What follows belongs to an exercise in optimizing a design on an open flow for small area, a short achievable clock period and few clock cycles per item; a production flow would make more cautious choices. At most, simulation tests tie the RTL to the original design; equivalence was not proved. For runs 2 and 3, only the layout was checked, not whether the RTL still works. Power figures rest on the tool's default switching activity, not on a simulated workload.

==> flow/design.v <==
package lsn_pkg;
  localparam int CMD_W    = 2;
  localparam int IDX_W    = 4;
  localparam int SAMPLE_W = 12;
  localparam int LEVEL_W  = 10;
  localparam int COUNT_W  = 16;
  localparam int SAMPLE_MAX = 4095;
  localparam int FULL_SCALE = 1000;
  localparam int HALF_SCALE = FULL_SCALE / 2;
  localparam int NUM_W = SAMPLE_W + LEVEL_W;
  localparam int SENSOR_COUNT_DEF = 13;
  localparam int CFG_IDX_W  = 1;
  localparam int CFG_DATA_W = 12;
  localparam logic [SAMPLE_W-1:0] MIN_SPAN_RST  = SAMPLE_W'(100);
  localparam logic [LEVEL_W-1:0]  THRESHOLD_RST = LEVEL_W'(600);
  localparam logic [CMD_W-1:0] CMD_CALIBRATE  = 2'd0;
  localparam logic [CMD_W-1:0] CMD_MEASURE    = 2'd1;
  localparam logic [CMD_W-1:0] CMD_RESET_CAL  = 2'd2;
  localparam logic [CMD_W-1:0] CMD_RESET_MARK = 2'd3;
  localparam logic [1:0] LV_ZERO = 2'd0;
  localparam logic [1:0] LV_HALF = 2'd1;
  localparam logic [1:0] LV_FULL = 2'd2;
  localparam logic [1:0] LV_DIV  = 2'd3;
endpackage
import lsn_pkg::*;
module line_sensor_calibrate_normalize_marker_unit #(
  parameter int SENSOR_COUNT = lsn_pkg::SENSOR_COUNT_DEF
) (
  input  logic                          clk,
  input  logic                          rst,
  input  logic                          cfg_we,
  input  logic [lsn_pkg::CFG_IDX_W-1:0]  cfg_index,
  input  logic [lsn_pkg::CFG_DATA_W-1:0] cfg_data,
  input  logic                          in_valid,
  output logic                          in_ready,
  input  logic [lsn_pkg::CMD_W-1:0]     in_command,
  input  logic [lsn_pkg::IDX_W-1:0]     in_sensor_index,
  input  logic [lsn_pkg::SAMPLE_W-1:0]  in_raw_sample,
  output logic                          out_valid,
  input  logic                          out_ready,
  output logic [lsn_pkg::LEVEL_W-1:0]   out_normalized,
  output logic                          out_on_marker,
  output logic                          out_marker_edge,
  output logic [lsn_pkg::COUNT_W-1:0]   out_left_markers,
  output logic [lsn_pkg::COUNT_W-1:0]   out_right_markers
);
  localparam logic [4:0] REG_AFTER = 5'b11111;
  localparam bit REG_PRE = 1'b1;
  logic adv;         
  logic sk_v;        
  logic rdy;         
  assign adv      = !sk_v;
  assign in_ready = rdy;
  logic [SAMPLE_W-1:0] min_span;
  logic [LEVEL_W-1:0]  mark_level;
  always_ff @(posedge clk) begin
    if (rst) begin
      min_span   <= MIN_SPAN_RST;
      mark_level <= THRESHOLD_RST;
    end else if (cfg_we) begin
      if (cfg_index == 1'b0) min_span <= cfg_data[SAMPLE_W-1:0];
      else                   mark_level <= cfg_data[LEVEL_W-1:0];
    end
  end
  logic [SAMPLE_W-1:0] cal_max [SENSOR_COUNT];
  logic [SAMPLE_W-1:0] cal_min [SENSOR_COUNT];
  logic [SENSOR_COUNT-1:0] cal_set;
  logic                    s0_v;
  logic [CMD_W-1:0]        s0_cmd;
  logic [IDX_W-1:0]        s0_idx;
  logic [SENSOR_COUNT-1:0] s0_oh;
  logic                    s0_rng;
  logic [SAMPLE_W-1:0]     s0_s;
  logic [SAMPLE_W-1:0]     s0_hi, s0_lo;
  logic                    s0_set;
  logic [SENSOR_COUNT-1:0] in_oh;
  logic [SAMPLE_W-1:0]     rd_hi, rd_lo;
  logic                    rd_set;
  logic [SAMPLE_W-1:0]     nx_hi, nx_lo;
  logic                    wr_cal, rs_cal;
  logic                    upd_hi, upd_lo;
  logic                    same;
  always_comb begin
    for (int i = 0; i < SENSOR_COUNT; i++) in_oh[i] = (in_sensor_index == IDX_W'(i));
  end
  always_comb begin
    rd_hi  = '0;
    rd_lo  = '0;
    rd_set = 1'b0;
    for (int i = 0; i < SENSOR_COUNT; i++) begin
      rd_hi  = rd_hi  | (cal_max[i] & {SAMPLE_W{in_oh[i]}});
      rd_lo  = rd_lo  | (cal_min[i] & {SAMPLE_W{in_oh[i]}});
      rd_set = rd_set | (cal_set[i] & in_oh[i]);
    end
  end
  assign wr_cal = s0_v && (s0_cmd == CMD_CALIBRATE);
  assign rs_cal = s0_v && (s0_cmd == CMD_RESET_CAL);
  assign upd_hi = !s0_set || (s0_s > s0_hi);
  assign upd_lo = !s0_set || (s0_s < s0_lo);
  assign nx_hi  = upd_hi ? s0_s : s0_hi;
  assign nx_lo  = upd_lo ? s0_s : s0_lo;
  assign same   = s0_rng && (in_sensor_index == s0_idx);
  always_comb begin
    for (int i = 0; i < SENSOR_COUNT; i++) s0_oh[i] = (s0_idx == IDX_W'(i));
  end
  always_ff @(posedge clk) begin
    if (rst)      s0_v <= 1'b0;
    else if (adv) s0_v <= in_valid;
  end
  always_ff @(posedge clk) begin
    if (adv) begin
      s0_cmd <= in_command;
      s0_idx <= in_sensor_index;
      s0_rng <= in_sensor_index < IDX_W'(SENSOR_COUNT);
      s0_s   <= in_raw_sample;
      if (wr_cal && same) begin
        s0_hi  <= nx_hi;
        s0_lo  <= nx_lo;
        s0_set <= 1'b1;
      end else begin
        s0_hi  <= rd_hi;
        s0_lo  <= rd_lo;
        s0_set <= rd_set && !rs_cal;
      end
    end
  end
  always_ff @(posedge clk) begin
    for (int i = 0; i < SENSOR_COUNT; i++) begin
      if (wr_cal && s0_oh[i] && upd_hi) cal_max[i] <= s0_s;
      if (wr_cal && s0_oh[i] && upd_lo) cal_min[i] <= s0_s;
    end
  end
  always_ff @(posedge clk) begin
    for (int i = 0; i < SENSOR_COUNT; i++) begin
      if (rst || rs_cal)            cal_set[i] <= 1'b0;
      else if (wr_cal && s0_oh[i])  cal_set[i] <= 1'b1;
    end
  end
  logic in_rng;
  logic [SAMPLE_W-1:0] hi, lo;
  logic set;
  assign in_rng = s0_rng;
  assign hi     = s0_hi;
  assign lo     = s0_lo;
  assign set    = s0_set;
  logic                s1_v, s1_meas, s1_l, s1_r, s1_rm;
  logic                s1_set, s1_le, s1_ge;
  logic [SAMPLE_W-1:0] s1_d, s1_span;
  always_ff @(posedge clk) begin
    if (rst)      s1_v <= 1'b0;
    else if (adv) s1_v <= s0_v;
  end
  always_ff @(posedge clk) begin
    if (adv) begin
      s1_meas <= (s0_cmd == CMD_MEASURE) && in_rng;
      s1_l    <= (s0_cmd == CMD_MEASURE) && s0_oh[0];
      s1_r    <= (s0_cmd == CMD_MEASURE) && s0_oh[SENSOR_COUNT-1];
      s1_rm   <= (s0_cmd == CMD_RESET_MARK);
      s1_set  <= set;
      s1_le   <= s0_s <= lo;
      s1_ge   <= s0_s >= hi;
      s1_d    <= s0_s - lo;
      s1_span <= hi - lo;
    end
  end
  localparam int ST_W = 6 + SAMPLE_W + SAMPLE_W + (SAMPLE_W + 2) + LEVEL_W;
  localparam int NSTEP = LEVEL_W / 2;
  logic             narrow;
  logic [NUM_W-1:0] numer;
  logic [1:0]       mode;
  assign narrow = !s1_set || (s1_span == '0) || (s1_span < min_span);
  assign numer  = {s1_d, 10'd0} - {5'd0, s1_d, 5'd0} + {7'd0, s1_d, 3'd0};
  always_comb begin
    if (!s1_meas)    mode = LV_ZERO;
    else if (narrow) mode = LV_HALF;
    else if (s1_le)  mode = LV_ZERO;
    else if (s1_ge)  mode = LV_FULL;
    else             mode = LV_DIV;
  end
  logic [NSTEP:0][ST_W-1:0] st_in;
  logic [ST_W-1:0]          pre;
  assign pre = {s1_v, s1_l, s1_r, s1_rm, mode, numer[NUM_W-1:LEVEL_W], s1_span,
                (SAMPLE_W+2)'(s1_span) + {1'b0, s1_span, 1'b0}, numer[LEVEL_W-1:0]};
  if (REG_PRE) begin : g_pre
    logic            qv;
    logic [ST_W-2:0] qd;
    always_ff @(posedge clk) begin
      if (rst)      qv <= 1'b0;
      else if (adv) qv <= pre[ST_W-1];
    end
    always_ff @(posedge clk) begin
      if (adv) qd <= pre[ST_W-2:0];
    end
    assign st_in[0] = {qv, qd};
  end else begin : g_nopre
    assign st_in[0] = pre;
  end
  for (genvar i = 0; i < NSTEP - 1; i++) begin : g_step
    logic [5:0]          c;
    logic [SAMPLE_W-1:0] r_i, d_i;
    logic [SAMPLE_W+1:0] d3_i;
    logic [LEVEL_W-1:0]  n_i;
    logic [SAMPLE_W+1:0] t;
    logic [SAMPLE_W+2:0] t1, t2, t3;
    logic [1:0]          qb;
    logic [SAMPLE_W-1:0] r_o;
    logic [ST_W-1:0]     o;
    assign {c, r_i, d_i, d3_i, n_i} = st_in[i];
    assign t  = {r_i, n_i[LEVEL_W-1 -: 2]};
    assign t1 = {1'b0, t} - {3'b000, d_i};
    assign t2 = {1'b0, t} - {2'b00, d_i, 1'b0};
    assign t3 = {1'b0, t} - {1'b0, d3_i};
    always_comb begin
      if (!t3[SAMPLE_W+2]) begin
        qb  = 2'd3;
        r_o = t3[SAMPLE_W-1:0];
      end else if (!t2[SAMPLE_W+2]) begin
        qb  = 2'd2;
        r_o = t2[SAMPLE_W-1:0];
      end else if (!t1[SAMPLE_W+2]) begin
        qb  = 2'd1;
        r_o = t1[SAMPLE_W-1:0];
      end else begin
        qb  = 2'd0;
        r_o = t[SAMPLE_W-1:0];
      end
    end
    assign o = {c, r_o, d_i, d3_i, n_i[LEVEL_W-3:0], qb};
    if (REG_AFTER[i]) begin : g_reg
      logic            qv;
      logic [ST_W-2:0] qd;
      always_ff @(posedge clk) begin
        if (rst)      qv <= 1'b0;
        else if (adv) qv <= o[ST_W-1];
      end
      always_ff @(posedge clk) begin
        if (adv) qd <= o[ST_W-2:0];
      end
      assign st_in[i+1] = {qv, qd};
    end else begin : g_wire
      assign st_in[i+1] = o;
    end
  end
  logic [5:0]          fc;
  logic [SAMPLE_W-1:0] fr, fd;
  logic [SAMPLE_W+1:0] fd3;
  logic [LEVEL_W-1:0]  fn;
  logic [SAMPLE_W+1:0] ft;
  logic [SAMPLE_W+2:0] ft1, ft2, ft3;
  logic [1:0]          fqb;
  logic                f_on;
  assign {fc, fr, fd, fd3, fn} = st_in[NSTEP-1];
  assign ft  = {fr, fn[LEVEL_W-1 -: 2]};
  assign ft1 = {1'b0, ft} - {3'b000, fd};
  assign ft2 = {1'b0, ft} - {2'b00, fd, 1'b0};
  assign ft3 = {1'b0, ft} - {1'b0, fd3};
  always_comb begin
    if (!ft3[SAMPLE_W+2])      fqb = 2'd3;
    else if (!ft2[SAMPLE_W+2]) fqb = 2'd2;
    else if (!ft1[SAMPLE_W+2]) fqb = 2'd1;
    else                       fqb = 2'd0;
  end
  logic f_side, f_hgt, f_heq, f_lgt, f_early, f_late;
  assign f_side = fc[4] || fc[3];
  assign f_hgt  = fn[LEVEL_W-3:0] > mark_level[LEVEL_W-1:2];
  assign f_heq  = fn[LEVEL_W-3:0] == mark_level[LEVEL_W-1:2];
  always_comb begin
    unique case (mark_level[1:0])
      2'd0: f_lgt = !ft1[SAMPLE_W+2];
      2'd1: f_lgt = !ft2[SAMPLE_W+2];
      2'd2: f_lgt = !ft3[SAMPLE_W+2];
      default: f_lgt = 1'b0;
    endcase
  end
  always_comb begin
    unique case (fc[1:0])
      LV_ZERO: f_early = 1'b0;
      LV_HALF: f_early = (mark_level < LEVEL_W'(HALF_SCALE));
      LV_FULL: f_early = (mark_level < LEVEL_W'(FULL_SCALE));
      default: f_early = f_hgt;
    endcase
    f_early = f_early && f_side;
    f_late  = f_side && (fc[1:0] == LV_DIV) && f_heq;
  end
  assign f_on = f_early || (f_late && f_lgt);
  logic               last_v, last_l, last_r, last_rm, last_on;
  logic [1:0]         last_mode;
  logic [LEVEL_W-1:0] last_q;
  logic [LEVEL_W-1:0] last_level;
  always_ff @(posedge clk) begin
    if (rst)      last_v <= 1'b0;
    else if (adv) last_v <= fc[5];
  end
  always_ff @(posedge clk) begin
    if (adv) begin
      {last_l, last_r, last_rm, last_mode} <= fc[4:0];
      last_on <= f_on;
      last_q  <= {fn[LEVEL_W-3:0], fqb};
    end
  end
  always_comb begin
    unique case (last_mode)
      LV_ZERO: last_level = '0;
      LV_HALF: last_level = LEVEL_W'(HALF_SCALE);
      LV_FULL: last_level = LEVEL_W'(FULL_SCALE);
      default: last_level = last_q;
    endcase
  end
  logic               sk_l, sk_r, sk_rm, sk_on;
  logic [LEVEL_W-1:0] sk_level;
  logic               o_free;
  logic               take_v, take_l, take_r, take_rm, take_on;
  logic [LEVEL_W-1:0] take_level;
  assign o_free = !out_valid || out_ready;
  always_comb begin
    if (sk_v) begin
      take_v     = 1'b1;
      take_l     = sk_l;
      take_r     = sk_r;
      take_rm    = sk_rm;
      take_on    = sk_on;
      take_level = sk_level;
    end else begin
      take_v     = last_v;
      take_l     = last_l;
      take_r     = last_r;
      take_rm    = last_rm;
      take_on    = last_on;
      take_level = last_level;
    end
  end
  logic sk_v_nx;
  always_comb begin
    sk_v_nx = sk_v;
    if (sk_v) begin
      if (o_free) sk_v_nx = 1'b0;
    end else if (last_v && !o_free) begin
      sk_v_nx = 1'b1;
    end
  end
  always_ff @(posedge clk) begin
    if (rst) begin
      sk_v <= 1'b0;
      rdy  <= 1'b1;
    end else begin
      sk_v <= sk_v_nx;
      rdy  <= !sk_v_nx;
    end
  end
  always_ff @(posedge clk) begin
    if (!sk_v) begin
      sk_l     <= last_l;
      sk_r     <= last_r;
      sk_rm    <= last_rm;
      sk_on    <= last_on;
      sk_level <= last_level;
    end
  end
  logic               on;
  logic               l_prev, r_prev;
  logic [COUNT_W-1:0] l_cnt, r_cnt;
  logic               res_on, res_edge;
  logic [LEVEL_W-1:0] res_level;
  logic               res_v;
  logic               commit;
  assign commit = o_free && take_v;
  assign on     = take_on;
  always_ff @(posedge clk) begin
    if (rst) begin
      res_v <= 1'b0;
    end else if (o_free) begin
      res_v <= take_v;
    end
  end
  always_ff @(posedge clk) begin
    if (commit) begin
      res_level <= take_level;
      res_on    <= on;
      res_edge  <= on && ((take_l && !l_prev) || (take_r && !r_prev));
    end
  end
  always_ff @(posedge clk) begin
    if (rst) begin
      l_prev <= 1'b0;
      r_prev <= 1'b0;
      l_cnt  <= '0;
      r_cnt  <= '0;
    end else if (commit) begin
      if (take_rm) begin
        l_prev <= 1'b0;
        r_prev <= 1'b0;
        l_cnt  <= '0;
        r_cnt  <= '0;
      end else if (take_l) begin
        l_prev <= on;
        if (on && !l_prev) l_cnt <= l_cnt + 1'b1;
      end else if (take_r) begin
        r_prev <= on;
        if (on && !r_prev) r_cnt <= r_cnt + 1'b1;
      end
    end
  end
  assign out_valid         = res_v;
  assign out_normalized    = res_level;
  assign out_on_marker     = res_on;
  assign out_marker_edge   = res_edge;
  assign out_left_markers  = l_cnt;
  assign out_right_markers = r_cnt;
endmodule
==> flow/flow/run.sh <==
#!/bin/bash
# Standard ORFS layout; the only change is a larger setup repair margin so that
# timing repair keeps working below the 9 ns constraint (the clock period and
# all constraints are the standard flow's own). Full tool output goes to flow_make.log here;
# ORFS keeps per-step logs under orfs/logs.
set -euo pipefail
bash standard.sh SETUP_SLACK_MARGIN=6.2 finish > flow_make.log 2>&1
==> flow/standard.sh <==
#!/bin/bash
# synth_recipe.tcl (not shown) runs the flow's synth.tcl, then flattens the netlist and writes it again
# the make line also repeats each setting of config.mk as NAME=value (left out here)
make -C /OpenROAD-flow-scripts/flow DESIGN_CONFIG=/design/flow/config.mk WORK_HOME=/design/flow/orfs CLKGATE_MAP_FILE= SYNTH_SCRIPT=/design/flow/synth_recipe.tcl "${@:-finish}"
==> flow/config.mk <==
export PLATFORM = sky130hd
export DESIGN_NAME = line_sensor_calibrate_normalize_marker_unit
export DESIGN_NICKNAME = line_sensor_calibrate_normalize_marker_unit
export VERILOG_FILES = /design/flow/design.v
export SDC_FILE = /design/flow/constraint.sdc
export NUM_CORES = 4
export LEC_CHECK = 0
export ABC_CLOCK_PERIOD_IN_PS = 3000
export CAP_MARGIN = 20
export CORE_MARGIN = 2
export CORE_UTILIZATION = 50
export CTS_BUF_LIST = sky130_fd_sc_hd__clkbuf_8
export SLEW_MARGIN = 20
export TNS_END_PERCENT = 0
==> flow/constraint.sdc <==
create_clock -name core_clock -period 9.0 [get_ports {clk}]
set_input_delay 1.8000 -clock core_clock [delete_from_list [all_inputs] [get_ports {clk}]]
set_output_delay 1.8000 -clock core_clock [all_outputs]
set_load 0.01 [all_outputs]
==> flow_summary_export.csv, run 1 <==
group,metric,value,unit
detailed_routing,avgViaCountPerCell,5.88,
logic_synthesis,synth_top_flop_cell,"edfxtp_1",
logic_synthesis,async_flop_share,0,%
clock_network,clock_sinks,755,
timing,worst_slew_pin_slew,0.969,ns
detailed_routing,wl_per_cell,22.0,um
logic_synthesis,synth-xor-area-share,3.67,%
detailed_routing,first_pass_iters,8,
timing,layout_min_cycle_time,3.20,ns
detailed_routing,vias,26100,
logic_synthesis,yosysTopAreaCell,"edfxtp_1",
timing,hold_violations,0,
detailed_routing,drcViolationCount,0,
global_route,grt_max_degree,165,
detailed_routing,wirelength,97.6,mm
logic_synthesis,synthTopCellsByArea,"edfxtp_1 (53%), ha_1 (9.4%), dfxtp_1 (5.0%)",
clock_network,root_buffer,"clkbuf_8",
timing,setup_violations,0,
hold_path,hold_path.class,"flip-flop to flip-flop",
global_route,grt-ovfl-total,0,
worst_setup_path,cp.required,9.50,ns
timing,clock-skew-final,0.0451,ns
floorplanning,initial_core_util,50.6,%
timing,slew_headroom,35.4,%
final_layout,fin_util,58.1,%
floorplanning,num_rows,100,
worst_setup_path,endpoint_kind,"flip-flop",
global_route,track_usage,24.9,%
logic_synthesis,synth_cells,3120,
logic_synthesis,yosys_warnings,3,
timing,hold_ws,0.405,ns
flow_run,cap_viol_max_count,0,
worst_setup_path,critPathLaunchType,"primary input",
logic_synthesis,ys_ff_latch,755,
floorplanning,die_y,279,um
logic_synthesis,synth_area,37700,um^2
detailed_routing,initialDrtViolationCount,2632,
clock_network,clockBufferDepth,3,
timing,setup_slack,5.80,ns
logic_synthesis,synth_seq_area_share,57.6,%
worst_setup_path,cp_max_fo,25,
floorplanning,die_x,279,um
logic_synthesis,synth-compound-area-share,13.8,%
logic_synthesis,netlist.area_leader.share,52.6,%
timing,maxClockFrequency,0.312,GHz
clock_network,htree_levels,3,
final_layout,num-nets-final,3706,
logic_synthesis,synth_top_family_by_area,"compound AO/OA/AOI/OAI gates",
logic_synthesis,synthAdderAreaFrac,10.4,%
detailed_routing,ant_nets,0,
floorplanning,core-area,74600,um^2
global_route,antenna_found_initial,2,
clock_network,clk_latency,0.77,ns
placed_design,io_buffers,81,
global_route,grt_pass1_vias,26100,
run_status,status,"finished clean",
pwr,powerDensity,375,nW/um^2
logic_synthesis,synth.mux.area_fraction,1.52,%
timing,finalMaxSlewViolations,0,
placed_design,placed_cells,4140,
clock_network,clk_pin_slew,0.07,ns
global_route,grt_pass1_wl,150,mm
placed_design,dp_hpwl,64.5,mm
final_layout,final_cells,4436,
floorplanning,dieArea,77700,um^2
final_layout,area_growth,14.8,%
timing,fin_crit_sh,35.6,%
timing,rsz0062_at_grt,"yes",
floorplanning,pin_count,82,
worst_setup_path,critPathArrivalTime,3.71,ns
pwr,power.leakage,17.0,nW
timing,fin_tns_setup,0,ns
clock_network,cts_tree,"done",
logic_synthesis,syn-num-nets,3459,
logic_synthesis,syn_avg_cell_area,12.1,um^2
logic_synthesis,synth_cell_types,83,
placed_design,gp_congestion,0.903,
worst_setup_path,worst-setup-path-type,"primary input to flip-flop",
placed_design,place_ws,4.50,ns
clock_network,numCtsBuffers,119,
logic_synthesis,synth_edf_count,661,
pwr,peakVddDrop,0.000231,V
final_layout,drive_above_1_share,13.8,%
logic_synthesis,synthSimpleGateAreaFrac,9.73,%
## state kept, by name, indices dropped and copies added (netlist names), 13 cells and up
signal	flops
g_step.g_reg.qd	197
cal_max	156
cal_min	156
g_pre.qd	49
l_cnt	16
r_cnt	16
cal_set	13
## layer usage
metal	vias to the layer above	track usage, %	wire length (um)
li1	12200	-	-
met1	12600	35.0	42700
met2	1013	39.8	44500
met3	215	3.97	7420
met4	0	7.94	3020
met5	-	0	0
## worst max-delay path: stages
cell,delay (ns)
clkdlybuf4s15_2,0.36
nand2b_2,0.35
nor3_2,0.06
buf_4,0.29
a222oi_1,0.43
nand3_1,0.16
nor2_1,0.14
a31oi_1,0.11
## cells by family (layout without fill, tap and decap cells)
logic type               count (synthesis)  after routing
buffers and inverters                  324            662
XOR/XNOR                               158            158
adder cells (fa/ha/maj)                303            303
multiplexers                            55             55
AND/OR/NAND/NOR                        763            769
flip-flops                             755            755
AO/OA/AOI/OAI                          762            763
other                                    0              2
## area by class of cell
type	instances	area, um^2
Antenna cell	2	5.00
Clock buffer	120	1650
Clock inverter	99	666
Fill cell	6048	31300
Inverter	252	953
Multi-Input combinational cell	2048	15300
Sequential cell	755	21800
Tap cell	969	1210
Timing Repair Buffer	190	1710
Timing Repair inverter	1	5.00
## stage by stage
stage / total power, mW / instance area, um^2
6_report: 16.2 / 43300
5_1_grt: 17.5 / 43300
4_1_cts: 16.1 / 42900
3_5_place_dp: 13.0 / 39900
3_3_place_gp: 12.8 / 39900
2_1_floorplan: 11.2 / 37800
## report_power, final
part           switching (mW)  internal, mW
clock                    1.39          1.44
sequential              0.607          4.81
combinational            4.39          3.60
total                    6.39          9.85
## final timing paths
kind                            slack [ns]                   from                    end  cells past startpoint
worst min register to register        0.41  g_step[1].g_reg.qd[3]  g_step[2].g_reg.qd[5]                      0
worst max-delay path                  5.80     in_sensor_index[0]               s0_lo[0]                      8
worst max register to register        5.87              s0_cmd[1]         cal_max[11][3]                      5
worst min-delay path                  0.41  g_step[1].g_reg.qd[3]  g_step[2].g_reg.qd[5]                      0
## cells in the final DEF (no fill, tap or decap), types with 19 or more instances in the layout
cell	n
nand3_1	50
o21ai_0	135
and3_1	24
clkbuf_8	120
a21oi_1	162
nand2b_1	39
xnor2_1	97
dfxtp_2	23
a21o_1	31
nor2b_1	60
buf_4	77
buf_2	44
buf_12	20
xor2_1	61
or3_1	23
a221oi_1	28
ha_1	280
inv_1	281
a31oi_1	31
nand4_1	23
fa_1	19
nor2_4	29
a22oi_1	100
clkdlybuf4s50_1	31
a222oi_1	25
nand2_1	192
edfxtp_1	661
nor2_1	205
mux2i_1	39
clkinv_1	38
dfxtp_1	60
nor3_1	45
o21a_1	45
## cells in the mapped netlist, drive strengths merged, types with 24 or more instances
cell and instances:
edfxtp 661, o21a 45, xnor2 97, nor2b 62, a21o 33, a31oi 34, a221oi 30, dfxtp 94
nand3 50, nor3 55, nor2 231, a22oi 100, inv 252, o21ai 150, nand2b 43, or3 25
a222oi 25, and3 24, ha 283, clkbuf 54, nand2 193, xor2 61, mux2i 39, a21oi 169
## repair_timing
| item | 4_1_cts | 5_1_grt |
|---|---|---|
| gates resized for setup | 304 | 44 |
| buffers inserted | 48 | 16 |
| hold buffers | 0 | 0 |
| pin swaps | 26 | 23 |
| cloned | 7 | 4 |
| endpoints found under the hold margin | 0 | 0 |
| setup endpoints to repair | 752 | 802 |
Testbench counts, summed over its fixed seeds: cycles 4,648, items 4,576.
==> run 2, diff against run 1 <==
--- a/flow/design.v
+++ b/flow/design.v
@@ -146,23 +146,16 @@
   logic                s1_v, s1_meas, s1_l, s1_r, s1_rm;
   logic                s1_set, s1_le, s1_ge;
   logic [SAMPLE_W-1:0] s1_d, s1_span;
-  always_ff @(posedge clk) begin
-    if (rst)      s1_v <= 1'b0;
-    else if (adv) s1_v <= s0_v;
-  end
-  always_ff @(posedge clk) begin
-    if (adv) begin
-      s1_meas <= (s0_cmd == CMD_MEASURE) && in_rng;
-      s1_l    <= (s0_cmd == CMD_MEASURE) && s0_oh[0];
-      s1_r    <= (s0_cmd == CMD_MEASURE) && s0_oh[SENSOR_COUNT-1];
-      s1_rm   <= (s0_cmd == CMD_RESET_MARK);
-      s1_set  <= set;
-      s1_le   <= s0_s <= lo;
-      s1_ge   <= s0_s >= hi;
-      s1_d    <= s0_s - lo;
-      s1_span <= hi - lo;
-    end
-  end
+  assign s1_v    = s0_v;
+  assign s1_meas = (s0_cmd == CMD_MEASURE) && in_rng;
+  assign s1_l    = (s0_cmd == CMD_MEASURE) && s0_oh[0];
+  assign s1_r    = (s0_cmd == CMD_MEASURE) && s0_oh[SENSOR_COUNT-1];
+  assign s1_rm   = (s0_cmd == CMD_RESET_MARK);
+  assign s1_set  = set;
+  assign s1_le   = s0_s <= lo;
+  assign s1_ge   = s0_s >= hi;
+  assign s1_d    = s0_s - lo;
+  assign s1_span = hi - lo;
   localparam int ST_W = 6 + SAMPLE_W + SAMPLE_W + (SAMPLE_W + 2) + LEVEL_W;
   localparam int NSTEP = LEVEL_W / 2;
   logic             narrow;
==> flow_summary_export.csv, run 2 <==
group,metric,value,unit
run_status,status,"finished clean",
logic_synthesis,syn-num-nets,3453,
timing,setup_violations,0,
global_route,grt-ovfl-total,0,
global_route,grtUsageMet2,40.8,%
global_route,grt_pass1_vias,25200,
worst_setup_path,r2r_cells,19,
clock_network,root_buffer,"clkbuf_8",
logic_synthesis,synthTopCellsByCount,"edfxtp_1 (630), ha_1 (284), inv_1 (267)",
placed_design,placed_cells,4110,
timing,fin_tns_setup,0,ns
timing,layout_min_cycle_time,4.33,ns
clock_network,clock_sinks,723,
logic_synthesis,syn_avg_cell_area,11.8,um^2
timing,slew_headroom,19.4,%
global_route,track_usage,25.1,%
hold_path,hold_path.class,"flip-flop to flip-flop",
timing,maxClockFrequency,0.231,GHz
pwr,powerDensity,379,nW/um^2
floorplanning,initial_core_util,50.3,%
pwr,peakVddDrop,0.000253,V
pwr,power.leakage,16.4,nW
logic_synthesis,synth_seq_area_share,56.7,%
detailed_routing,wl_per_cell,21.7,um
timing,hold_violations,0,
final_layout,largest-register,"g_step.g_reg.qd",
clock_network,clk_pin_slew,0.06,ns
timing,worst_slew_pin_slew,1.21,ns
final_layout,layout_commonest_cell,"edfxtp_1",
clock_network,ctsHoldBuffers,0,
logic_synthesis,synth_most_common_cell,"edfxtp_1",
floorplanning,die_y,275,um
worst_setup_path,worst-setup-path-type,"flip-flop to flip-flop",
worst_setup_path,critPathArrivalTime,4.79,ns
logic_synthesis,yosysTopAreaCell,"edfxtp_1",
global_route,antenna_found_initial,3,
logic_synthesis,synth_area,36700,um^2
worst_setup_path,cp_max_fo,29,
flow_run,cap_viol_max_count,0,
worst_setup_path,critPathLaunchType,"flip-flop",
worst_setup_path,r2r-start,"s0_s[3]",
logic_synthesis,yosys_warnings,3,
detailed_routing,first_pass_iters,7,
detailed_routing,ant_nets,0,
final_layout,final_cells,4370,
floorplanning,die_x,275,um
detailed_routing,wirelength,94.7,mm
logic_synthesis,synth_cells,3115,
hold_path,whs_endpoint,"g_step[2].g_reg.qd[52]",
timing,finalMaxSlewViolations,0,
final_layout,fillCellCount,5939,
logic_synthesis,async_flop_share,0,%
logic_synthesis,synthTopCellsByArea,"edfxtp_1 (52%), ha_1 (9.7%), dfxtp_1 (5.1%)",
clock_network,cts_tree,"done",
global_route,grt_use_met3,4.35,%
worst_setup_path,cp.required,9.47,ns
detailed_routing,drcViolationCount,0,
logic_synthesis,synth_edf_count,630,
placed_design,gp_congestion,0.838,
floorplanning,core-area,72800,um^2
placed_design,dp_hpwl,63.3,mm
logic_synthesis,netlist.area_leader.share,51.6,%
worst_setup_path,reg2reg_slack,4.67,ns
hold_path,hold_depth,0,
global_route,top_usage_layer,"met2",
final_layout,area_growth,15.0,%
logic_synthesis,synth_cell_types,88,
detailed_routing,initialDrtViolationCount,2268,
final_layout,num-nets-final,3657,
timing,fin_crit_sh,48.1,%
detailed_routing,avgViaCountPerCell,5.81,
logic_synthesis,ys_ff_latch,723,
placed_design,io_buffers,81,
clock_network,clk_latency,0.79,ns
global_route,grt_pass1_wl,145,mm
clock_network,htree_levels,3,
final_layout,final_cell_mix,"edfxtp_1 (630), inv_1 (290), ha_1 (272), nand2_1 (199), nor2_1 (185)",
floorplanning,pin_count,82,
global_route,grt_max_degree,171,
detailed_routing,vias,25400,
final_layout,drive_above_1_share,10.8,%
clock_network,numCtsBuffers,116,
floorplanning,num_rows,99,
final_layout,largest_reg_flops,197,
worst_setup_path,endpoint_kind,"flip-flop",
floorplanning,dieArea,75500,um^2
logic_synthesis,synth_top_flop_cell,"edfxtp_1",
timing,rsz0062_at_grt,"yes",
clock_network,clockBufferDepth,3,
global_route,grt_util_met1,34.7,%
hold_path,min_from,"g_step[1].g_reg.qd[52]",
worst_setup_path,timing.rr.end,"g_pre.qd[46]",
final_layout,top_regs,"g_step.g_reg.qd x197, cal_max x156, cal_min x156",
timing,clock-skew-final,0.0706,ns
## run 2: metrics by stage
stage	instance area (um^2)	utilization [%]	hold WS, ns	total power [mW]	worst slack, ns
floorplan	36700	-	0.400	10.9	3.67
detailed placement	38800	53.2	0.405	12.9	3.41
global route	42200	57.9	0.420	17.2	4.53
CTS	42000	57.7	0.380	16.0	4.80
global placement	38700	53.2	0.402	12.6	3.43
finish	42200	57.9	0.399	16.0	4.67
## run 2: power by group
| group | internal [mW] | switching [mW] | leakage, nW |
|---|---|---|---|
| clock network | 1.38 | 1.34 | 1.25 |
| logic | 3.54 | 4.63 | 8.22 |
| registers | 4.59 | 0.499 | 6.95 |
## run 2: worst max-delay path by stage
stage                         from            to  depth (start not counted)
after CTS                  s0_s[0]  g_pre.qd[46]                         20
after global routing      s0_hi[0]  g_pre.qd[21]                         19
after detailed placement   s0_s[0]  g_pre.qd[46]                         20
after floorplan               sk_v  g_pre.qd[11]                          4
final                      s0_s[3]  g_pre.qd[46]                         19
after global placement     s0_s[0]  g_pre.qd[46]                         20
## run 2: critical path, cell delays in order, from the launching register on
cell and delay [ns]:
edfxtp_1 0.41, buf_12 0.18, ha_4 0.33, and3_4 0.21, o21ai_2 0.08, a31oi_4 0.21, a21o_1 0.20, a21oi_4 0.08
xor2_4 0.18, fa_1 0.55, inv_1 0.07, ha_4 0.21, and3_4 0.17, and3_1 0.17, o211ai_1 0.18, a31oi_4 0.14
a2111oi_4 0.25, nand2b_4 0.19, a22oi_2 0.05, xor2_1 0.15
## run 2: layout make-up
class | count | area (um^2) | area share (%)
Antenna cell | 5 | 12.5 | 0.0297
Inverter | 267 | 1010 | 2.39
Sequential cell | 723 | 20800 | 49.3
Clock inverter | 81 | 532 | 1.26
Multi-Input combinational cell | 2054 | 15300 | 36.2
Tap cell | 959 | 1200 | 2.85
Clock buffer | 124 | 1710 | 4.05
Timing Repair Buffer | 157 | 1640 | 3.88
## run 2: repair_timing
action / 4_1_cts / 5_1_grt
gates resized for setup: 82 / 12
pin swaps: 45 / 11
endpoints found under the hold margin: 0 / 0
buffers inserted: 46 / 1
cloned: 1 / 0
setup endpoints to repair: 615 / 790
## run 2: cells by family after synthesis
logic type	share of synthesized area (%)
flops	56.7
fa+ha+maj	10.7
mux	1.03
buf+inv	3.53
simple gates	10.4
compound gates	14.0
xor+xnor	3.68
## run 2: metal layers
layer  vias to the layer above  part of all wire, %
met5                         -                0.024
met4                         4                  2.4
met3                       155                  7.6
met2                       942                   46
met1                     12300                   43
li1                      12000                    -
==> run 3, diff against run 2 <==
--- a/flow/design.v
+++ b/flow/design.v
@@ -80,17 +80,19 @@
   logic                    wr_cal, rs_cal;
   logic                    upd_hi, upd_lo;
   logic                    same;
+  logic                    fwd;
+  logic [SENSOR_COUNT-1:0] rd_sel;
   always_comb begin
     for (int i = 0; i < SENSOR_COUNT; i++) in_oh[i] = (in_sensor_index == IDX_W'(i));
   end
   always_comb begin
-    rd_hi  = '0;
-    rd_lo  = '0;
+    rd_hi  = nx_hi & {SAMPLE_W{fwd}};
+    rd_lo  = nx_lo & {SAMPLE_W{fwd}};
     rd_set = 1'b0;
     for (int i = 0; i < SENSOR_COUNT; i++) begin
-      rd_hi  = rd_hi  | (cal_max[i] & {SAMPLE_W{in_oh[i]}});
-      rd_lo  = rd_lo  | (cal_min[i] & {SAMPLE_W{in_oh[i]}});
-      rd_set = rd_set | (cal_set[i] & in_oh[i]);
+      rd_hi  = rd_hi  | (cal_max[i] & {SAMPLE_W{rd_sel[i]}});
+      rd_lo  = rd_lo  | (cal_min[i] & {SAMPLE_W{rd_sel[i]}});
+      rd_set = rd_set | (cal_set[i] & rd_sel[i]);
     end
   end
   assign wr_cal = s0_v && (s0_cmd == CMD_CALIBRATE);
@@ -100,6 +102,8 @@
   assign nx_hi  = upd_hi ? s0_s : s0_hi;
   assign nx_lo  = upd_lo ? s0_s : s0_lo;
   assign same   = s0_rng && (in_sensor_index == s0_idx);
+  assign fwd    = wr_cal && same;
+  assign rd_sel = in_oh & {SENSOR_COUNT{!fwd}};
   always_comb begin
     for (int i = 0; i < SENSOR_COUNT; i++) s0_oh[i] = (s0_idx == IDX_W'(i));
   end
@@ -113,15 +117,9 @@
       s0_idx <= in_sensor_index;
       s0_rng <= in_sensor_index < IDX_W'(SENSOR_COUNT);
       s0_s   <= in_raw_sample;
-      if (wr_cal && same) begin
-        s0_hi  <= nx_hi;
-        s0_lo  <= nx_lo;
-        s0_set <= 1'b1;
-      end else begin
-        s0_hi  <= rd_hi;
-        s0_lo  <= rd_lo;
-        s0_set <= rd_set && !rs_cal;
-      end
+      s0_hi  <= rd_hi;
+      s0_lo  <= rd_lo;
+      s0_set <= fwd || (rd_set && !rs_cal);
     end
   end
   always_ff @(posedge clk) begin
@@ -146,16 +144,23 @@
   logic                s1_v, s1_meas, s1_l, s1_r, s1_rm;
   logic                s1_set, s1_le, s1_ge;
   logic [SAMPLE_W-1:0] s1_d, s1_span;
-  assign s1_v    = s0_v;
-  assign s1_meas = (s0_cmd == CMD_MEASURE) && in_rng;
-  assign s1_l    = (s0_cmd == CMD_MEASURE) && s0_oh[0];
-  assign s1_r    = (s0_cmd == CMD_MEASURE) && s0_oh[SENSOR_COUNT-1];
-  assign s1_rm   = (s0_cmd == CMD_RESET_MARK);
-  assign s1_set  = set;
-  assign s1_le   = s0_s <= lo;
-  assign s1_ge   = s0_s >= hi;
-  assign s1_d    = s0_s - lo;
-  assign s1_span = hi - lo;
+  always_ff @(posedge clk) begin
+    if (rst)      s1_v <= 1'b0;
+    else if (adv) s1_v <= s0_v;
+  end
+  always_ff @(posedge clk) begin
+    if (adv) begin
+      s1_meas <= (s0_cmd == CMD_MEASURE) && in_rng;
+      s1_l    <= (s0_cmd == CMD_MEASURE) && s0_oh[0];
+      s1_r    <= (s0_cmd == CMD_MEASURE) && s0_oh[SENSOR_COUNT-1];
+      s1_rm   <= (s0_cmd == CMD_RESET_MARK);
+      s1_set  <= set;
+      s1_le   <= s0_s <= lo;
+      s1_ge   <= s0_s >= hi;
+      s1_d    <= s0_s - lo;
+      s1_span <= hi - lo;
+    end
+  end
   localparam int ST_W = 6 + SAMPLE_W + SAMPLE_W + (SAMPLE_W + 2) + LEVEL_W;
   localparam int NSTEP = LEVEL_W / 2;
   logic             narrow;
--- a/flow/flow/run.sh
+++ b/flow/flow/run.sh
@@ -4,4 +4,4 @@
 # all constraints are the standard flow's own). Full tool output goes to flow_make.log here;
 # ORFS keeps per-step logs under orfs/logs.
 set -euo pipefail
-bash standard.sh SETUP_SLACK_MARGIN=6.2 finish > flow_make.log 2>&1
+bash standard.sh SETUP_SLACK_MARGIN=5.9 MATCH_CELL_FOOTPRINT=0 finish > flow_make.log 2>&1
--- a/flow/config.mk
+++ b/flow/config.mk
@@ -9,6 +9,9 @@
 export CAP_MARGIN = 20
 export CORE_MARGIN = 2
 export CORE_UTILIZATION = 50
-export CTS_BUF_LIST = sky130_fd_sc_hd__clkbuf_8
+export CTS_BUF_LIST = sky130_fd_sc_hd__clkbuf_16
+export CTS_CLUSTER_DIAMETER = 100
+export CTS_CLUSTER_SIZE = 24
+export PLACE_DENSITY = 0.7
 export SLEW_MARGIN = 20
-export TNS_END_PERCENT = 0
+export TNS_END_PERCENT = 100
==> flow_summary_export.csv, run 3 <==
group,metric,value,unit
run_status,status,"finished clean",
clock_network,cts_tree,"done",
final_layout,fin_area,44800,um^2
clock_network,clock_sinks,755,
global_route,grt_pass1_wl,149,mm
timing,hold_violations,0,
pwr,power.leakage,17.9,nW
floorplanning,core-area,75800,um^2
placed_design,io_buffers,81,
final_layout,layout_commonest_cell,"edfxtp_1",
logic_synthesis,netlist.area_leader.share,51.9,%
placed_design,gp_congestion,0.925,
clock_network,clk_latency,0.63,ns
logic_synthesis,synth_most_common_cell,"edfxtp_1",
final_layout,drive_above_1_share,15.3,%
logic_synthesis,synth_cell_types,77,
clock_network,root_buffer,"clkbuf_16",
pwr,powerDensity,360,nW/um^2
timing,worst_slew_pin_slew,1.08,ns
logic_synthesis,yosysTopAreaCell,"edfxtp_1",
logic_synthesis,syn_avg_cell_area,12.1,um^2
floorplanning,pin_count,82,
timing,fin_crit_sh,38.1,%
worst_setup_path,cp.required,9.34,ns
worst_setup_path,worst_path_most_repeated_cell,"buf_12",
detailed_routing,wl_per_cell,22.4,um
final_layout,final_cell_mix,"edfxtp_1 (661), inv_1 (285), ha_1 (275), nor2_1 (181), nand2_1 (153)",
floorplanning,num_rows,101,
floorplanning,initial_core_util,50.4,%
logic_synthesis,synth_area,38200,um^2
timing,slew_headroom,27.8,%
logic_synthesis,async_flop_share,0,%
timing,fin_tns_setup,0,ns
global_route,antenna_found_initial,0,
worst_setup_path,cp_top_family,"compound AO/OA/AOI/OAI gates",
global_route,track_usage,24.5,%
timing,maxClockFrequency,0.291,GHz
clock_network,numCtsBuffers,39,
global_route,grt_max_degree,200,
hold_path,hold_path.class,"flip-flop to flip-flop",
clock_network,htree_levels,2,
final_layout,num-nets-final,3734,
clock_network,clk_pin_slew,0.10,ns
logic_synthesis,synth_cells,3153,
clock_network,clockBufferDepth,3,
floorplanning,die_x,281,um
clock_network,ctsHoldBuffers,0,
worst_setup_path,cp_num_buf_inv,4,
placed_design,dp_hpwl,65.3,mm
worst_setup_path,critPathArrivalTime,3.77,ns
detailed_routing,drcViolationCount,0,
global_route,grt_pass1_vias,26300,
floorplanning,dieArea,78700,um^2
timing,setup_violations,0,
detailed_routing,vias,26500,
detailed_routing,ant_nets,0,
detailed_routing,initialDrtViolationCount,2521,
timing,layout_min_cycle_time,3.43,ns
flow_run,cap_viol_max_count,0,
detailed_routing,wirelength,98.7,mm
logic_synthesis,synthTopCellsByCount,"edfxtp_1 (661), ha_1 (283), inv_1 (273)",
pwr,peakVddDrop,0.000198,V
final_layout,largest_reg_flops,197,
logic_synthesis,synth_edf_count,661,
logic_synthesis,synthTopCellsByArea,"edfxtp_1 (52%), ha_1 (9.3%), dfxtp_1 (4.9%)",
logic_synthesis,yosys_warnings,3,
final_layout,area_growth,17.2,%
logic_synthesis,synth_top_flop_cell,"edfxtp_1",
worst_setup_path,cp_max_fo,6,
logic_synthesis,ys_ff_latch,755,
timing,clock-skew-final,0.0485,ns
pwr,p_total,16.1,mW
detailed_routing,first_pass_iters,7,
detailed_routing,avgViaCountPerCell,6.02,
final_layout,top_regs,"g_step.g_reg.qd x197, cal_max x156, cal_min x156",
worst_setup_path,critPathLaunchType,"primary input",
worst_setup_path,worst-setup-path-type,"primary input to flip-flop",
logic_synthesis,synth_seq_area_share,56.8,%
logic_synthesis,syn-num-nets,3492,
worst_setup_path,cpPeakStageDelay,0.38,ns
final_layout,largest-register,"g_step.g_reg.qd",
timing,finalMaxSlewViolations,0,
timing,rsz0062_at_grt,"yes",
floorplanning,die_y,281,um
worst_setup_path,endpoint_kind,"flip-flop",
global_route,grt-ovfl-total,0,
worst_setup_path,path_cells,"buf_12, xnor2_4, and4_4, buf_6, a211oi_4, buf_12, clkbuf_16, a222oi_1, nand3_1, a221oi_2, o211ai_1",
worst_setup_path,slowest_stage,"a222oi_1",
placed_design,placed_cell_area,40800,um^2
-- run 3: logic make-up after synthesis --
group           after synthesis  synth area share, %
buf+inv                     342                 3.44
simple gates                756                 9.83
fa+ha+maj                   303                 10.3
xor+xnor                    140                 3.21
mux                         113                 3.08
flops                       755                 56.8
compound gates              744                 13.3
-- run 3: per-stage QoR --
stage	hold slack, ns	setup slack (ns)	utilization, %	cells
floorplan	0.400	2.86	-	3153
global placement	0.402	3.73	53.8	4179
detailed placement	0.405	3.66	53.8	4179
CTS	0.425	5.66	57.6	4331
global route	0.434	5.51	59.1	4400
finish	0.423	5.57	59.1	4401
-- run 3: worst paths after layout --
kind,from,endpoint,slack (ns),cells past startpoint
worst max-delay path,in_sensor_index[3],s0_hi[0],5.57,11
worst min-delay path,g_step[2].g_reg.qd[0],g_step[3].g_reg.qd[2],0.42,0
worst max register to register,g_step[2].g_reg.qd[9],g_step[3].g_reg.qd[44],5.97,11
worst min register to register,g_step[2].g_reg.qd[0],g_step[3].g_reg.qd[2],0.42,0
-- run 3: report_power, final --
group	switching, mW	internal (mW)	leakage, nW
clock network	1.13	0.826	0.654
logic	4.67	4.05	9.99
registers	0.652	4.80	7.29
-- run 3: worst reg2reg max path, stage by stage (launching register included) --
cell      delay, ns
edfxtp_1       0.43
inv_2          0.10
fa_1           0.47
nor2b_2        0.18
o31ai_2        0.12
a211oi_2       0.40
nor3_4         0.09
buf_4          0.16
nor2_4         0.21
mux2i_1        0.26
a21oi_1        0.12
mux2_2         0.27
-- run 3: layout make-up --
class | instances | area, um^2
Multi-Input combinational cell | 2060 | 16600
Clock buffer | 39 | 976
Timing Repair Buffer | 266 | 3010
Fill cell | 5837 | 31000
Antenna cell | 1 | 2.50
Sequential cell | 755 | 21800
Clock inverter | 29 | 224
Tap cell | 978 | 1220
Inverter | 273 | 1030
-- run 3: layer usage --
layer | wire, um | GRT usage, % | part of all wire (%) | vias to the layer above
met2 | 47600 | 41.2 | 48 | 976
met1 | 40000 | 32.1 | 40 | 13000
met5 | 0 | 0 | 0 | -
li1 | - | - | - | 12300
met3 | 7210 | 3.52 | 7.3 | 226
met4 | 3950 | 9.79 | 4.0 | 0
-- run 3: timing repair --
action | CTS | global route
endpoints found under the setup margin | 459 | 455
cloned | 11 | 6
pin swaps | 72 | 75
setup buffers | 73 | 62
resized for setup | 235 | 106
hold endpoints to repair | 0 | 0
==> run 4, diff against run 3 <==
--- a/flow/design.v
+++ b/flow/design.v
@@ -80,19 +80,17 @@
   logic                    wr_cal, rs_cal;
   logic                    upd_hi, upd_lo;
   logic                    same;
-  logic                    fwd;
-  logic [SENSOR_COUNT-1:0] rd_sel;
   always_comb begin
     for (int i = 0; i < SENSOR_COUNT; i++) in_oh[i] = (in_sensor_index == IDX_W'(i));
   end
   always_comb begin
-    rd_hi  = nx_hi & {SAMPLE_W{fwd}};
-    rd_lo  = nx_lo & {SAMPLE_W{fwd}};
+    rd_hi  = '0;
+    rd_lo  = '0;
     rd_set = 1'b0;
     for (int i = 0; i < SENSOR_COUNT; i++) begin
-      rd_hi  = rd_hi  | (cal_max[i] & {SAMPLE_W{rd_sel[i]}});
-      rd_lo  = rd_lo  | (cal_min[i] & {SAMPLE_W{rd_sel[i]}});
-      rd_set = rd_set | (cal_set[i] & rd_sel[i]);
+      rd_hi  = rd_hi  | (cal_max[i] & {SAMPLE_W{in_oh[i]}});
+      rd_lo  = rd_lo  | (cal_min[i] & {SAMPLE_W{in_oh[i]}});
+      rd_set = rd_set | (cal_set[i] & in_oh[i]);
     end
   end
   assign wr_cal = s0_v && (s0_cmd == CMD_CALIBRATE);
@@ -102,8 +100,6 @@
   assign nx_hi  = upd_hi ? s0_s : s0_hi;
   assign nx_lo  = upd_lo ? s0_s : s0_lo;
   assign same   = s0_rng && (in_sensor_index == s0_idx);
-  assign fwd    = wr_cal && same;
-  assign rd_sel = in_oh & {SENSOR_COUNT{!fwd}};
   always_comb begin
     for (int i = 0; i < SENSOR_COUNT; i++) s0_oh[i] = (s0_idx == IDX_W'(i));
   end
@@ -117,9 +113,15 @@
       s0_idx <= in_sensor_index;
       s0_rng <= in_sensor_index < IDX_W'(SENSOR_COUNT);
       s0_s   <= in_raw_sample;
-      s0_hi  <= rd_hi;
-      s0_lo  <= rd_lo;
-      s0_set <= fwd || (rd_set && !rs_cal);
+      if (wr_cal && same) begin
+        s0_hi  <= nx_hi;
+        s0_lo  <= nx_lo;
+        s0_set <= 1'b1;
+      end else begin
+        s0_hi  <= rd_hi;
+        s0_lo  <= rd_lo;
+        s0_set <= rd_set && !rs_cal;
+      end
     end
   end
   always_ff @(posedge clk) begin
==> flow/flow/run.sh (replaced) <==
#!/bin/bash
# Standard ORFS layout (the standard.sh, unchanged synthesis, floorplan,
# power grid, placement, CTS and routing) with two repair settings changed:
#  - MATCH_CELL_FOOTPRINT=0, so repair may resize the port buffers and other
#    cells to a different footprint (detailed placement runs after each repair).
# Full tool output goes to flow_make.log here; ORFS keeps per-step logs under
# orfs/logs.
set -euo pipefail
bash standard.sh SETUP_SLACK_MARGIN=5.9 MATCH_CELL_FOOTPRINT=0 finish > flow_make.log 2>&1
--- a/flow/config.mk
+++ b/flow/config.mk
@@ -8,10 +8,10 @@
 export ABC_CLOCK_PERIOD_IN_PS = 3000
 export CAP_MARGIN = 20
 export CORE_MARGIN = 2
-export CORE_UTILIZATION = 50
+export CORE_UTILIZATION = 60
 export CTS_BUF_LIST = sky130_fd_sc_hd__clkbuf_16
 export CTS_CLUSTER_DIAMETER = 100
 export CTS_CLUSTER_SIZE = 24
-export PLACE_DENSITY = 0.7
+export PLACE_DENSITY = 0.78
 export SLEW_MARGIN = 20
 export TNS_END_PERCENT = 100
==> flow_summary_export.csv, run 4 <==
group,metric,value,unit
flow_run,cap_viol_max_count,0,
clock_network,numCtsBuffers,37,
global_route,antenna_found_initial,0,
timing,fin_tns_setup,0,ns
detailed_routing,avgViaCountPerCell,6.29,
worst_setup_path,cpPeakStageDelay,0.43,ns
timing,layout_min_cycle_time,3.20,ns
logic_synthesis,ys_ff_latch,755,
logic_synthesis,synth_edf_count,661,
logic_synthesis,synth_area,37700,um^2
final_layout,top_regs,"g_step.g_reg.qd x197, cal_max x156, cal_min x156",
logic_synthesis,yosys_warnings,3,
floorplanning,die_y,255,um
logic_synthesis,syn-num-nets,3459,
floorplanning,num_rows,91,
worst_setup_path,cp_num_buf_inv,2,
pwr,power.leakage,17.1,nW
final_layout,largest-register,"g_step.g_reg.qd",
clock_network,clock_sinks,755,
floorplanning,pin_count,82,
worst_setup_path,critPathArrivalTime,3.54,ns
placed_design,io_buffers,81,
logic_synthesis,synth_most_common_cell,"edfxtp_1",
detailed_routing,wirelength,94.1,mm
timing,setup_violations,0,
clock_network,clockBufferDepth,3,
timing,maxClockFrequency,0.313,GHz
floorplanning,dieArea,64900,um^2
worst_setup_path,cp.required,9.34,ns
final_layout,final_cells,4152,
logic_synthesis,synth_cell_types,83,
final_layout,area_growth,12.9,%
floorplanning,core-area,61900,um^2
worst_setup_path,cp_top_family,"simple AND/OR/NAND/NOR gates",
worst_setup_path,path_cells,"clkbuf_4, nand2b_4, nor3_4, buf_4, a222oi_1, nand3_1, nor2_1, a31oi_1",
final_layout,largest_reg_flops,197,
placed_design,dp_hpwl,61.2,mm
pwr,p_total,15.5,mW
placed_design,placed_cell_area,40000,um^2
timing,worst_slew_pin_slew,0.988,ns
final_layout,fin_area,42600,um^2
timing,setup_slack,5.80,ns
clock_network,clk_pin_slew,0.09,ns
worst_setup_path,worst-setup-path-type,"primary input to flip-flop",
logic_synthesis,yosysTopAreaCell,"edfxtp_1",
placed_design,placed_cells,4003,
logic_synthesis,synth_top_flop_cell,"edfxtp_1",
timing,hold_violations,0,
global_route,grt_max_degree,197,
detailed_routing,first_pass_iters,7,
detailed_routing,wl_per_cell,22.7,um
hold_path,hold_path.class,"flip-flop to flip-flop",
logic_synthesis,synth_seq_area_share,57.6,%
final_layout,final_cell_mix,"edfxtp_1 (661), ha_1 (281), inv_1 (260), nor2_1 (198), nand2_1 (192)",
timing,finalMaxSlewViolations,0,
run_status,status,"finished clean",
final_layout,num-nets-final,3637,
detailed_routing,initialDrtViolationCount,3202,
clock_network,clk_latency,0.62,ns
placed_design,place_ws,4.14,ns
clock_network,htree_levels,2,
global_route,grt-ovfl-total,0,
timing,rsz0062_at_grt,"yes",
worst_setup_path,endpoint_kind,"flip-flop",
logic_synthesis,syn_avg_cell_area,12.1,um^2
detailed_routing,drcViolationCount,0,
placed_design,gp_congestion,0.904,
worst_setup_path,slowest_stage,"a222oi_1",
timing,clock-skew-final,0.0291,ns
clock_network,root_buffer,"clkbuf_16",
pwr,powerDensity,363,nW/um^2
pwr,peakVddDrop,0.000191,V
floorplanning,die_x,255,um
global_route,grt_pass1_vias,25800,
final_layout,drive_above_1_share,10.7,%
timing,fin_crit_sh,35.5,%
detailed_routing,vias,26100,
logic_synthesis,synthTopCellsByArea,"edfxtp_1 (53%), ha_1 (9.4%), dfxtp_1 (5.0%)",
logic_synthesis,async_flop_share,0,%
floorplanning,initial_core_util,60.9,%
worst_setup_path,critPathLaunchType,"primary input",
logic_synthesis,synthTopCellsByCount,"edfxtp_1 (661), ha_1 (283), inv_1 (252)",
detailed_routing,ant_nets,0,
clock_network,cts_tree,"done",
global_route,track_usage,28.5,%
logic_synthesis,netlist.area_leader.share,52.6,%
global_route,grt_pass1_wl,142,mm
timing,slew_headroom,34.1,%
logic_synthesis,synth_cells,3120,
worst_setup_path,cp_max_fo,25,
final_layout,layout_commonest_cell,"edfxtp_1",
[run 4: cell types whose count changed in the layout (fill, tap and decap cells not counted), sizes merged, moves of 20 or more]
cell,change
nand3,-31
nor2,+23
a22oi,+31
nand2,+37
buf,-63
o211ai,-20
mux2i,-39
inv,-33
[run 4: worst paths after layout]
| check | to | start | slack, ns | cells past startpoint |
|---|---|---|---|---|
| max reg2reg | g_step[0].g_reg.qd[37] | g_pre.qd[24] | 5.91 | 11 |
| min | g_step[0].g_reg.qd[49] | g_pre.qd[49] | 0.42 | 0 |
| min reg2reg | g_step[0].g_reg.qd[49] | g_pre.qd[49] | 0.42 | 0 |
| max | s0_lo[0] | in_sensor_index[0] | 5.80 | 8 |
[run 4: logic make-up (layout without fill, tap and decap cells)]
kind of cell    after synthesis  count (layout)  share of synthesized area (%)
fa+ha+maj                   303             303                           10.4
buf+inv                     324             511                           3.32
xor+xnor                    158             158                           3.67
compound gates              762             762                           13.8
flops                       755             755                           57.6
other cells                   0               1                              0
simple gates                763             770                           9.73
mux                          55              55                           1.52
[run 4: timing repair]
action	4_1_cts	5_1_grt
cloned	8	5
setup buffers	45	35
hold buffers	0	0
endpoints found under the setup margin	580	503
pin swaps	21	22
resized for setup	116	77
[run 4: routing by layer]
| layer | global-route usage, % | up-vias | wire [um] |
|---|---|---|---|
| met4 | 11.4 | 0 | 3950 |
| met2 | 46.2 | 1381 | 43800 |
| met5 | 0 | - | 0 |
| met3 | 5.11 | 267 | 10200 |
| li1 | - | 12000 | - |
| met1 | 38.3 | 12500 | 36100 |
[run 4: metrics by stage]
stage / util, % / hold WS [ns]
3_5_place_dp: 64.5 / 0.405
6_report: 68.8 / 0.425
5_1_grt: 68.8 / 0.437
2_1_floorplan: - / 0.400
3_3_place_gp: 64.5 / 0.403
4_1_cts: 67.6 / 0.422
[run 4: report_power, final]
group / internal (mW) / switching [mW] / total, mW
registers: 4.80 / 0.573 / 5.38
clock network: 0.765 / 1.08 / 1.84
logic: 3.70 / 4.56 / 8.27
total: 9.27 / 6.21 / 15.5
[run 4: final cells by class]
type / count / area (um^2)
sequential: 755 / 21800
fill: 4237 / 19300
multi-input combinational: 2048 / 15600
timing repair buffer: 203 / 2160
tap: 837 / 1050
inverter: 252 / 953
clock buffer: 37 / 926
clock inverter: 18 / 128
timing repair inverter: 1 / 5.00
antenna: 1 / 2.50
Testbench counts of run 4, summed over its fixed seeds: cycles 4,648, items 4,576.
==> run 5, diff against run 4 <==
--- a/flow/config.mk
+++ b/flow/config.mk
@@ -8,10 +8,10 @@
 export ABC_CLOCK_PERIOD_IN_PS = 3000
 export CAP_MARGIN = 20
 export CORE_MARGIN = 2
-export CORE_UTILIZATION = 60
+export CORE_UTILIZATION = 50
 export CTS_BUF_LIST = sky130_fd_sc_hd__clkbuf_16
 export CTS_CLUSTER_DIAMETER = 100
 export CTS_CLUSTER_SIZE = 24
-export PLACE_DENSITY = 0.78
+export PLACE_DENSITY = 0.7
 export SLEW_MARGIN = 20
 export TNS_END_PERCENT = 100
==> flow_summary_export.csv, run 5 <==
group,metric,value,unit
global_route,grt-ovfl-total,0,
worst_setup_path,critPathLaunchType,"primary input",
final_layout,area_growth,13.3,%
final_layout,drive_above_1_share,10.7,%
timing,finalMaxSlewViolations,0,
placed_design,placed_cell_area,40200,um^2
final_layout,num-nets-final,3643,
global_route,track_usage,23.3,%
worst_setup_path,timing.rr.end,"g_step[1].g_reg.qd[42]",
logic_synthesis,synth_seq_area_share,57.6,%
logic_synthesis,netlist.area_leader.share,52.6,%
logic_synthesis,synth_edf_count,661,
logic_synthesis,synthTopCellsByCount,"edfxtp_1 (661), ha_1 (283), inv_1 (252)",
global_route,grt_pass1_vias,25100,
logic_synthesis,synthTopCellsByArea,"edfxtp_1 (53%), ha_1 (9.4%), dfxtp_1 (5.0%)",
worst_setup_path,critPathArrivalTime,3.44,ns
placed_design,io_buffers,81,
final_layout,fin_area,42800,um^2
timing,hold_ws,0.418,ns
clock_network,cts_tree,"done",
final_layout,largest_reg_flops,197,
hold_path,hold_depth,0,
timing,clock-skew-final,0.0240,ns
logic_synthesis,ys_ff_latch,755,
final_layout,fin_util,57.4,%
hold_path,min_from,"g_step[1].g_reg.qd[1]",
logic_synthesis,synth_cells,3120,
timing,fin_crit_sh,34.4,%
final_layout,layout_commonest_cell,"edfxtp_1",
hold_path,whs_endpoint,"g_step[2].g_reg.qd[3]",
run_status,status,"finished clean",
clock_network,clk_pin_slew,0.10,ns
detailed_routing,avgViaCountPerCell,6.03,
detailed_routing,ant_nets,0,
floorplanning,initial_core_util,50.6,%
worst_setup_path,r2r_cells,10,
final_layout,antennaDiodeCount,0,
worst_setup_path,cpPeakStageDelay,0.46,ns
timing,maxClockFrequency,0.323,GHz
clock_network,clockBufferDepth,3,
clock_network,clk_latency,0.62,ns
pwr,p_int,9.23,mW
timing,rsz0062_at_grt,"no",
floorplanning,pin_count,82,
detailed_routing,drcViolationCount,0,
detailed_routing,initialDrtViolationCount,2610,
floorplanning,num_rows,100,
pwr,p_comb_share,52.9,%
global_route,antenna_found_initial,2,
detailed_routing,wirelength,93.3,mm
worst_setup_path,cp_num_buf_inv,2,
logic_synthesis,yosys_warnings,3,
clock_network,ctsHoldBuffers,0,
timing,worst_slew_pin_slew,1.12,ns
logic_synthesis,synth_cell_types,83,
worst_setup_path,path_cells,"clkbuf_4, nand2b_4, nor3_4, buf_4, a222oi_1, nand3_1, nor2_1, a31oi_1",
logic_synthesis,async_flop_share,0,%
logic_synthesis,synth_top_flop_cell,"edfxtp_1",
clock_network,numCtsBuffers,37,
placed_design,gp_congestion,0.904,
detailed_routing,vias,25900,
worst_setup_path,reg2reg_slack,5.98,ns
logic_synthesis,yosysTopAreaCell,"edfxtp_1",
logic_synthesis,synth_area,37700,um^2
worst_setup_path,slowest_stage,"a222oi_1",
floorplanning,die_x,279,um
hold_path,hold_path.class,"flip-flop to flip-flop",
final_layout,top_regs,"g_step.g_reg.qd x197, cal_max x156, cal_min x156",
clock_network,root_buffer,"clkbuf_16",
detailed_routing,first_pass_iters,6,
timing,setup_violations,0,
worst_setup_path,r2r-start,"g_step[0].g_reg.qd[36]",
logic_synthesis,syn-num-nets,3459,
timing,slew_headroom,25.4,%
pwr,clkPwrFrac,12.1,%
floorplanning,dieArea,77700,um^2
flow_run,cap_viol_max_count,0,
worst_setup_path,endpoint_kind,"flip-flop",
pwr,netSwitchingFraction,39.8,%
logic_synthesis,synth_most_common_cell,"edfxtp_1",
timing,layout_min_cycle_time,3.10,ns
timing,fin_tns_setup,0,ns
timing,hold_violations,0,
clock_network,htree_levels,2,
pwr,peakVddDrop,0.000235,V
pwr,p_switching,6.10,mW
pwr,power.leakage,17.1,nW
global_route,grt_max_degree,218,
global_route,grt_pass1_wl,141,mm
clock_network,clock_sinks,755,
worst_setup_path,cp_max_fo,25,
final_layout,final_cell_mix,"edfxtp_1 (661), ha_1 (278), inv_1 (263), nor2_1 (201), nand2_1 (192)",
worst_setup_path,worst-setup-path-type,"primary input to flip-flop",
logic_synthesis,syn_avg_cell_area,12.1,um^2
worst_setup_path,cp.required,9.34,ns
floorplanning,core-area,74600,um^2
pwr,power.share.sequential,35.1,%
floorplanning,die_y,279,um
detailed_routing,wl_per_cell,21.7,um
placed_design,dp_hpwl,61.9,mm
worst_setup_path,cp_top_family,"compound AO/OA/AOI/OAI gates",
final_layout,largest-register,"g_step.g_reg.qd",
pwr,powerDensity,358,nW/um^2
==> run 5: cell types whose count changed in the layout (fill, tap and decap cells not counted), sizes merged <==
cell / previous run / this run
diode: 1 / 0
clkbuf: 44 / 46
o22ai: 11 / 12
and2: 8 / 7
buf: 119 / 123
clkinvlp: 3 / 4
inv: 265 / 268
==> run 5: metrics by stage <==
stage,std cells,power [mW],worst slack (ns)
after floorplan,3120,11.2,3.22
after global placement,4138,12.7,4.34
after detailed placement,4138,13.0,4.24
after CTS,4256,15.0,5.89
after global routing,4293,16.5,5.87
final,4293,15.3,5.90
==> run 5: power by group through the flow <==
stage	clock, mW	combinational, mW	sequential [mW]
floorplan	0	6.04	5.16
global placement	0	7.22	5.46
detailed placement	0	7.49	5.47
CTS	1.89	7.77	5.38
global route	2.00	9.02	5.45
finish	1.85	8.10	5.38
==> run 5: cells by family after synthesis <==
group | synth area share, %
and+or+nand+nor | 9.73
adders and majority gates | 10.4
xor gates and xnor gates | 3.67
DFF | 57.6
buffers and inverters | 3.32
AOI/OAI and AO/OA | 13.8
muxes | 1.52
==> run 5: per-layer routing <==
metal | vias to the layer above | global-route usage, % | routed length, um
met5 | - | 0 | 13
met1 | 12600 | 31.4 | 38100
met2 | 1084 | 38.4 | 43500
met4 | 2 | 7.80 | 3420
li1 | 12000 | - | -
met3 | 221 | 3.97 | 8250
==> run 5: layout make-up <==
class | instances | area (um^2)
Sequential cell | 755 | 21800
Clock buffer | 37 | 926
Tap cell | 969 | 1210
Inverter | 252 | 953
Fill cell | 5814 | 31800
Multi-Input combinational cell | 2048 | 15600
Clock inverter | 22 | 146
Timing Repair Buffer | 209 | 2230
Timing Repair inverter | 1 | 5.00
==> run 5: worst reg2reg max path, delay by kind of cell (launching register included) <==
kind / cells / cell delay (ns)
AO/OA/AOI/OAI: 6 / 1.39
AND/OR/NAND/NOR: 2 / 0.32
buffers and inverters: 1 / 0.20
flip-flops: 1 / 0.50
adder cells (fa/ha/maj): 1 / 0.38
==> run 5: how the worst max path moves through the flow <==
stage	from	to	slack [ns]	depth (start not counted)
2_1_floorplan	sk_v	g_pre.qd[11]	3.22	4
3_3_place_gp	in_sensor_index[0]	s0_hi[3]	4.34	8
3_5_place_dp	in_sensor_index[0]	s0_hi[3]	4.24	8
4_1_cts	g_step[0].g_reg.qd[25]	g_step[1].g_reg.qd[36]	5.89	9
5_1_grt	g_step[0].g_reg.qd[8]	g_step[1].g_reg.qd[45]	5.87	12
6_report	in_sensor_index[0]	s0_lo[0]	5.90	8
==> run 5: repair_timing <==
item,CTS,global route
pin swaps,30,18
gates resized for setup,123,59
setup endpoints to repair,557,397
setup buffers,51,32
gates cloned,8,5

-- afterwards: timing with drivers on the ports --
How much do the figures lean on ideal ports? The routed layouts below were timed once more, with nothing changed but the port constraints.
Step 1 assumes that a clkbuf_16 drives the clock port and a buf_2 every other input.
Step 2 adds t to the input delays and takes it off the output delays; t is the mean of the earliest and latest rising clock arrival at the registers after step 1. Input paths then give back, and output paths get back, about the clock's delay inside the block.
Slacks: no drivers / after step 1 / after step 2; pairs: no drivers / after step 1.
run | t, ns | slack for setup (ns) | hold WS [ns] | pins driven straight from the clock port
run 1 | 0.812 | 5.797 / 5.822 / 5.009 | 0.405 / 0.405 / 0.405 | 1
run 2 | 0.817 | 4.673 / 4.673 / 4.110 | 0.399 / 0.399 / 0.399 | 1
run 3 | 0.675 | 5.567 / 5.584 / 4.909 | 0.423 / 0.423 / 0.423 | 1
run 4 | 0.672 | 5.801 / 5.837 / 5.165 | 0.425 / 0.425 / 0.425 | 1
run 5 | 0.669 | 5.901 / 5.923 / 5.272 | 0.418 / 0.418 / 0.418 | 1
After both steps every run listed still meets setup and hold. For run 1, which loses most, drivers alone change the setup slack by +0.025 ns; drivers and shift together by -0.788 ns.
